Background: an optimization exercise with open tools, aiming at small area, a short achievable clock period and few clock cycles per item. Do not read the settings as production practice. At most, simulation tests tie the RTL to the original design; equivalence was not proved. Power is estimated from default activity; no workload was simulated.

## the previous run
==> flow/design.v <==
package ppmd_pkg;
   localparam int unsigned TS_W     = 24;
   localparam int unsigned WIDTH_W  = 16;
   localparam int unsigned THR_W    = 16;
   localparam int unsigned COUNT_W  = 4;
   localparam int unsigned CHAN_W   = 3;
   localparam int unsigned FRAME_W  = 32;
   localparam int unsigned RESYNC_W = 16;
   localparam int unsigned CSR_INDEX_W = 2;
   localparam int unsigned CSR_DATA_W  = 24;
   localparam logic [TS_W-1:0]    PERIOD_RESET    = 24'hFF_FFFF;
   localparam logic [THR_W-1:0]   THRESHOLD_RESET = 16'd3000;
   localparam logic [COUNT_W-1:0] COUNT_RESET     = 4'd7;
   localparam logic [1:0] CSR_TIMER_PERIOD    = 2'd0;
   localparam logic [1:0] CSR_FRAME_THRESHOLD = 2'd1;
   localparam logic [1:0] CSR_CHANNEL_COUNT   = 2'd2;
endpackage
module ppmd_div (
   input  logic [19:0] x,
   output logic [15:0] q,
   output logic        big
);
   function automatic logic [4:0] res5(input logic [3:0] d);
      res5[0] = d == 4'd0 || d == 4'd5 || d == 4'd10 || d == 4'd15;
      res5[1] = d == 4'd1 || d == 4'd6 || d == 4'd11;
      res5[2] = d == 4'd2 || d == 4'd7 || d == 4'd12;
      res5[3] = d == 4'd3 || d == 4'd8 || d == 4'd13;
      res5[4] = d == 4'd4 || d == 4'd9 || d == 4'd14;
   endfunction
   function automatic logic [4:0] add5(input logic [4:0] a, input logic [4:0] b);
      add5[0] = (a[0] && b[0]) || (a[1] && b[4]) || (a[2] && b[3]) || (a[3] && b[2]) || (a[4] && b[1]);
      add5[1] = (a[0] && b[1]) || (a[1] && b[0]) || (a[2] && b[4]) || (a[3] && b[3]) || (a[4] && b[2]);
      add5[2] = (a[0] && b[2]) || (a[1] && b[1]) || (a[2] && b[0]) || (a[3] && b[4]) || (a[4] && b[3]);
      add5[3] = (a[0] && b[3]) || (a[1] && b[2]) || (a[2] && b[1]) || (a[3] && b[0]) || (a[4] && b[4]);
      add5[4] = (a[0] && b[4]) || (a[1] && b[3]) || (a[2] && b[2]) || (a[3] && b[1]) || (a[4] && b[0]);
   endfunction
   function automatic logic [3:0] qdig(input logic [4:0] r, input logic [3:0] d);
      logic [4:0] a, b;
      logic       cy;
      logic [1:0] dd;
      logic [3:0] r3;
      a  = r;
      b  = res5(d);
      cy = (a[1] && b[4]) || (a[2] && b[3]) || (a[2] && b[4]) || (a[3] && b[2]) || (a[3] && b[3]) || (a[3] && b[4]) || (a[4] && b[1]) || (a[4] && b[2]) || (a[4] && b[3]) || (a[4] && b[4]);
      dd = (d >= 4'd15) ? 2'd3 : (d >= 4'd10) ? 2'd2 : (d >= 4'd5) ? 2'd1 : 2'd0;
      r3 = {r[3] || r[4], r[2] || r[4], r[1] || r[2], r[1] || r[3]};
      qdig = r3 + {2'b0, dd} + {3'b0, cy};
   endfunction
   logic [4:0] r4, r3, r2, r1, m21;
   always_comb begin
      big = (x[19:16] >= 4'd5);
      for (int k = 0; k < 5; k++) begin
         r4[k] = (x[19:16] == 4'(k));
      end
      r3  = add5(r4, res5(x[15:12]));
      m21 = add5(res5(x[11:8]), res5(x[7:4]));
      r2  = add5(r3, res5(x[11:8]));
      r1  = add5(r3, m21);
      q   = {qdig(r4, x[15:12]), qdig(r3, x[11:8]), qdig(r2, x[7:4]), qdig(r1, x[3:0])};
   end
endmodule
import ppmd_pkg::*;
module ppm_pulse_train_decoder_top #(
   parameter int unsigned MAX_CHANNELS  = 8,
   parameter int unsigned CYCLES_PER_US = 80
) (
   input  logic                                 clock,
   input  logic                                 reset,
   input  logic                                 req_valid,
   output logic                                 req_ready,
   input  logic                                 req_edge_rising,
   input  logic [ppmd_pkg::TS_W-1:0]            req_timestamp,
   output logic                                 rsp_valid,
   input  logic                                 rsp_ready,
   output logic [ppmd_pkg::CHAN_W-1:0]          rsp_channel,
   output logic [ppmd_pkg::WIDTH_W-1:0]         rsp_width_us,
   output logic [ppmd_pkg::FRAME_W-1:0]         rsp_frame_number,
   output logic [ppmd_pkg::RESYNC_W-1:0]        rsp_resync_total,
   output logic                                 rsp_last,
   input  logic                                 csr_valid,
   output logic                                 csr_ready,
   input  logic [ppmd_pkg::CSR_INDEX_W-1:0]     csr_index,
   input  logic [ppmd_pkg::CSR_DATA_W-1:0]      csr_wdata
);
   logic [TS_W-1:0]     period_ff;
   logic [19:0]         thr5_ff;
   logic                thr_max_ff;
   logic [COUNT_W-1:0]  count_ff;
   logic [3:0]          n_chan;
   logic                v1_ff;
   logic [TS_W-1:0]     rise_ff, fall_ff;
   logic                v2_ff, slip1_ff, sat_ff;
   logic [19:0]         x_ff;
   logic                rv_ff;           
   logic                hunt_ff;         
   logic                gap_ff;          
   logic [3:0]          chan_ff;
   logic [FRAME_W-1:0]  frame_ff;
   logic [RESYNC_W-1:0] resync_ff;
   logic [WIDTH_W-1:0]  store_ff [8];
   logic                emit_ff, last_ff;
   logic [2:0]          eidx_ff;
   logic                ready_ff;
   assign n_chan    = (count_ff > 4'd8) ? 4'd8 : count_ff;
   assign csr_ready = 1'b1;
   assign req_ready = ready_ff;
   logic            cr, cf, sn, ln;
   logic [TS_W:0]   rp, fp, d0;
   always_comb begin
      cr = (req_timestamp < rise_ff);
      cf = (req_timestamp < fall_ff);
      rp = {1'b0, rise_ff} - {1'b0, period_ff};
      fp = {1'b0, fall_ff} - {1'b0, period_ff};
      sn = !rp[TS_W] && (req_timestamp < rp[TS_W-1:0]);
      ln = !fp[TS_W] && (req_timestamp < fp[TS_W-1:0]);
      d0 = {1'b0, fall_ff} - {1'b0, rise_ff};
   end
   logic            cr1_ff, cf1_ff, sn1_ff, ln1_ff;
   logic [TS_W:0]   d01_ff;
   logic [TS_W:0]   dp, dm, diff;
   logic            slip1_in, sat_in;
   always_comb begin
      dp = d01_ff + {1'b0, period_ff};
      dm = d01_ff - {1'b0, period_ff};
      if (cr1_ff && !cf1_ff)      diff = dp;
      else if (!cr1_ff && cf1_ff) diff = dm;
      else                        diff = d01_ff;
      sat_in   = sn1_ff && !ln1_ff;
      slip1_in = (!sn1_ff && ln1_ff) || (!(sn1_ff ^ ln1_ff) && diff[TS_W]);
   end
   logic [15:0] dq;
   logic        dbig;
   logic [15:0] w;
   logic        above;
   logic [3:0]  widx, nidx;
   logic        measured, lslip, slip, complete, store_we, hold;
   ppmd_div u_div (
      .x   (x_ff),
      .q   (dq),
      .big (dbig)
   );
   always_comb begin
      w        = (sat_ff || dbig) ? 16'hFFFF : dq;
      above    = !thr_max_ff && (sat_ff || (x_ff >= thr5_ff));
      widx     = gap_ff ? 4'd0 : chan_ff;
      measured = v2_ff && rv_ff && !slip1_ff;
      if (above) begin
         lslip = (widx != n_chan);
         nidx  = 4'd0;
      end else begin
         lslip = (widx >= n_chan);
         nidx  = widx + 4'd1;
      end
      slip     = v2_ff && rv_ff && (slip1_ff || (!hunt_ff && lslip));
      complete = measured && !hunt_ff && !lslip && (nidx == n_chan);
      store_we = measured && !hunt_ff && !widx[3];
      hold     = emit_ff && (slip || complete ||
                             (store_we && (widx < n_chan) && (widx[2:0] >= eidx_ff)));
   end
   logic accept, v1_in, v2_in, emit_in;
   logic [19:0] thr5_a, thr5_b, thr5_s, thr5_c, thr5_in;
   always_comb begin
      thr5_a  = {2'b0, csr_wdata[15:0], 2'b0};
      thr5_b  = {4'b0, csr_wdata[15:0]};
      thr5_s  = thr5_a ^ thr5_b ^ 20'd5;
      thr5_c  = {(thr5_a[18:0] & thr5_b[18:0]) | (thr5_a[18:0] & 19'd5) |
                 (thr5_b[18:0] & 19'd5), 1'b0};
      thr5_in = thr5_s + thr5_c;
   end
   always_comb begin
      accept  = req_valid && ready_ff;
      v1_in   = (accept && req_edge_rising) || (v1_ff && hold);
      v2_in   = hold || v1_ff;
      emit_in = emit_ff ? !(rsp_ready && last_ff) : (complete && !hold && (n_chan != 4'd0));
   end
   always_ff @(posedge clock) begin
      if (reset) begin
         period_ff  <= PERIOD_RESET;
         thr5_ff    <= 20'(5 * (32'(THRESHOLD_RESET) + 1));
         thr_max_ff <= 1'b0;
         count_ff   <= COUNT_RESET;
         v1_ff      <= 1'b0;
         v2_ff      <= 1'b0;
         rv_ff      <= 1'b0;
         hunt_ff    <= 1'b1;
         gap_ff     <= 1'b0;
         chan_ff    <= '0;
         frame_ff   <= '0;
         resync_ff  <= '0;
         emit_ff    <= 1'b0;
         eidx_ff    <= '0;
         last_ff    <= 1'b0;
         ready_ff   <= 1'b1;
      end else begin
         if (csr_valid) begin
            case (csr_index)
               CSR_TIMER_PERIOD: period_ff <= csr_wdata[TS_W-1:0];
               CSR_FRAME_THRESHOLD: begin
                  thr5_ff    <= thr5_in;
                  thr_max_ff <= &csr_wdata[15:0];
               end
               CSR_CHANNEL_COUNT: count_ff <= csr_wdata[COUNT_W-1:0];
               default: ;
            endcase
         end
         v1_ff <= v1_in;
         v2_ff <= v2_in;
         if (v2_ff && !hold) begin
            if (!rv_ff) begin
               rv_ff <= 1'b1;
            end else if (slip) begin
               rv_ff <= 1'b0;
            end
            if (rv_ff && !slip1_ff) begin
               if (hunt_ff) begin
                  if (above) begin
                     hunt_ff <= 1'b0;
                     gap_ff  <= 1'b1;
                  end
               end else begin
                  gap_ff  <= 1'b0;
                  chan_ff <= lslip ? widx : nidx;
               end
            end
         end
         if (slip && !hold) begin
            resync_ff <= resync_ff + RESYNC_W'(1);
         end
         if (complete && !hold) begin
            frame_ff <= frame_ff + FRAME_W'(1);
         end
         emit_ff <= emit_in;
         if (!emit_ff) begin
            eidx_ff <= '0;
            last_ff <= (n_chan == 4'd1);
         end else if (rsp_ready) begin
            eidx_ff <= eidx_ff + 3'd1;
            last_ff <= ({1'b0, eidx_ff} + 4'd2 == n_chan);
         end
         ready_ff <= !(v1_in && v2_in && emit_in);
      end
   end
   always_ff @(posedge clock) begin
      if (accept && !req_edge_rising) begin
         fall_ff <= req_timestamp;
      end
      if (accept && req_edge_rising) begin
         rise_ff <= req_timestamp;
         cr1_ff  <= cr;
         cf1_ff  <= cf;
         sn1_ff  <= sn;
         ln1_ff  <= ln;
         d01_ff  <= d0;
      end
      if (v1_ff && !hold) begin
         x_ff     <= diff[23:4];
         slip1_ff <= slip1_in;
         sat_ff   <= sat_in;
      end
      if (store_we && !hold) begin
         store_ff[widx[2:0]] <= w;
      end
   end
   assign rsp_valid        = emit_ff;
   assign rsp_channel      = eidx_ff;
   assign rsp_width_us     = store_ff[eidx_ff];
   assign rsp_frame_number = frame_ff;
   assign rsp_resync_total = resync_ff;
   assign rsp_last         = last_ff;
endmodule
export LEC_CHECK = 0
export CAP_MARGIN = 20
export CORE_MARGIN = 2
export CORE_UTILIZATION = 40
export SLEW_MARGIN = 20
create_clock -name core_clock -period 8.0 [get_ports {clock}]
run.sh (not shown) runs the stock make flow with config.mk's settings and CLKGATE_MAP_FILE= SYNTH_SCRIPT=/design/flow/synth_recipe.tcl, a recipe that flattens the netlist after the stock synthesis.
Testbench counts of the previous run, summed over its fixed seeds: cycles 5,896, items 2,560.
## Diff of input files: the current run against the previous run
-- flow/design.v --
<<< the previous run, line 90
   logic                v1_ff;
   logic [TS_W-1:0]     rise_ff, fall_ff;
   logic                v2_ff, slip1_ff, sat_ff;
   logic [19:0]         x_ff;
   logic                rv_ff;           
>>> the current run, line 90
   logic                v1_ff;
   logic [TS_W-1:0]     rise_ff, fall_ff;
   logic                v2_ff, slip1_ff, sat_ff, ge_ff;
   logic [19:0]         x_ff;
   logic                rv_ff;           
<<< the previous run, line 118
   logic            cr1_ff, cf1_ff, sn1_ff, ln1_ff;
   logic [TS_W:0]   d01_ff;
   logic [TS_W:0]   dp, dm, diff;
   logic            slip1_in, sat_in;
   always_comb begin
      dp = d01_ff + {1'b0, period_ff};
      dm = d01_ff - {1'b0, period_ff};
      if (cr1_ff && !cf1_ff)      diff = dp;
      else if (!cr1_ff && cf1_ff) diff = dm;
      else                        diff = d01_ff;
      sat_in   = sn1_ff && !ln1_ff;
      slip1_in = (!sn1_ff && ln1_ff) || (!(sn1_ff ^ ln1_ff) && diff[TS_W]);
   end
   logic [15:0] dq;
>>> the current run, line 118
   logic            cr1_ff, cf1_ff, sn1_ff, ln1_ff;
   logic [TS_W:0]   d01_ff;
   logic [TS_W+1:0] off, diff, over;
   logic            slip1_in, sat_in, ge_in;
   always_comb begin
      if (cr1_ff && !cf1_ff)      off = {2'b0, period_ff};
      else if (!cr1_ff && cf1_ff) off = -{2'b0, period_ff};
      else                        off = '0;
      diff = {d01_ff[TS_W], d01_ff} + off;
      over = {d01_ff[TS_W], d01_ff} + off - {2'b0, thr5_ff, 4'b0};
      sat_in   = sn1_ff && !ln1_ff;
      slip1_in = (!sn1_ff && ln1_ff) || (!(sn1_ff ^ ln1_ff) && diff[TS_W+1]);
      ge_in    = !over[TS_W+1];
   end
   logic [15:0] dq;
<<< the previous run, line 142
   always_comb begin
      w        = (sat_ff || dbig) ? 16'hFFFF : dq;
      above    = !thr_max_ff && (sat_ff || (x_ff >= thr5_ff));
      widx     = gap_ff ? 4'd0 : chan_ff;
      measured = v2_ff && rv_ff && !slip1_ff;
>>> the current run, line 143
   always_comb begin
      w        = (sat_ff || dbig) ? 16'hFFFF : dq;
      above    = !thr_max_ff && (sat_ff || ge_ff);
      widx     = gap_ff ? 4'd0 : chan_ff;
      measured = v2_ff && rv_ff && !slip1_ff;
<<< the previous run, line 159
   end
   logic accept, v1_in, v2_in, emit_in;
   logic [19:0] thr5_a, thr5_b, thr5_s, thr5_c, thr5_in;
   always_comb begin
      thr5_a  = {2'b0, csr_wdata[15:0], 2'b0};
      thr5_b  = {4'b0, csr_wdata[15:0]};
      thr5_s  = thr5_a ^ thr5_b ^ 20'd5;
      thr5_c  = {(thr5_a[18:0] & thr5_b[18:0]) | (thr5_a[18:0] & 19'd5) |
                 (thr5_b[18:0] & 19'd5), 1'b0};
      thr5_in = thr5_s + thr5_c;
   end
   always_comb begin
      accept  = req_valid && ready_ff;
>>> the current run, line 160
   end
   logic accept, v1_in, v2_in, emit_in;
   always_comb begin
      accept  = req_valid && ready_ff;
<<< the previous run, line 197
               CSR_TIMER_PERIOD: period_ff <= csr_wdata[TS_W-1:0];
               CSR_FRAME_THRESHOLD: begin
                  thr5_ff    <= thr5_in;
                  thr_max_ff <= &csr_wdata[15:0];
               end
>>> the current run, line 189
               CSR_TIMER_PERIOD: period_ff <= csr_wdata[TS_W-1:0];
               CSR_FRAME_THRESHOLD: begin
                  thr5_ff    <= {2'b0, csr_wdata[15:0], 2'b0} + {4'b0, csr_wdata[15:0]} + 20'd5;
                  thr_max_ff <= &csr_wdata[15:0];
               end
<<< the previous run, line 257
         slip1_ff <= slip1_in;
         sat_ff   <= sat_in;
      end
      if (store_we && !hold) begin
>>> the current run, line 249
         slip1_ff <= slip1_in;
         sat_ff   <= sat_in;
         ge_ff    <= ge_in;
      end
      if (store_we && !hold) begin
[summary]
- Compared to the previous run, the current run was floorplanned on a smaller die.
- Top layer used by detailed routing = met5: the current run; top layer used by detailed routing = met4: the previous run
- The current run vs the previous run: part of the power in combinational logic up in the current run
- The standard cells in the current run occupy less silicon area than those in the previous run do.
- The power in combinational cells in the current run sits 3.9% above the value recorded for the previous run.
- The current run | stages: all done | timing, DRC, antenna: all pass
- Compared with the previous run, number of cells produced by synthesis in the current run decreased by a few percent.
No functional check of the RTL was part of the current run.

==> what the ideal ports hide <==
The flow's constraints put no driver on any port. The routed layouts listed below were extracted and timed again, unchanged, in two steps.
Step 1, drivers: a clkbuf_16 drives clock and a buf_2 each remaining input, both assumed.
Step 2, shift: input delay + t, output delay - t, t = (earliest + latest rising clock arrival at the registers) / 2. This alone moves slack from input paths to output paths.
Slacks: no drivers / after step 1 / after step 2; pairs: no drivers / after step 1.
run | t (ns) | slack for setup (ns) | worst slew at a driven data input, ns | pins driven straight from the clock port
the previous run | 0.625 | 2.672 / 2.672 / 2.427 | 0.06 | 1
the current run | 0.607 | 1.131 / 1.131 / 1.131 | 0.10 | 1
After both steps every run listed still meets setup and hold. The setup slack of the previous run, which loses most, moves by 0.000 ns with the drivers and by -0.245 ns with both steps.
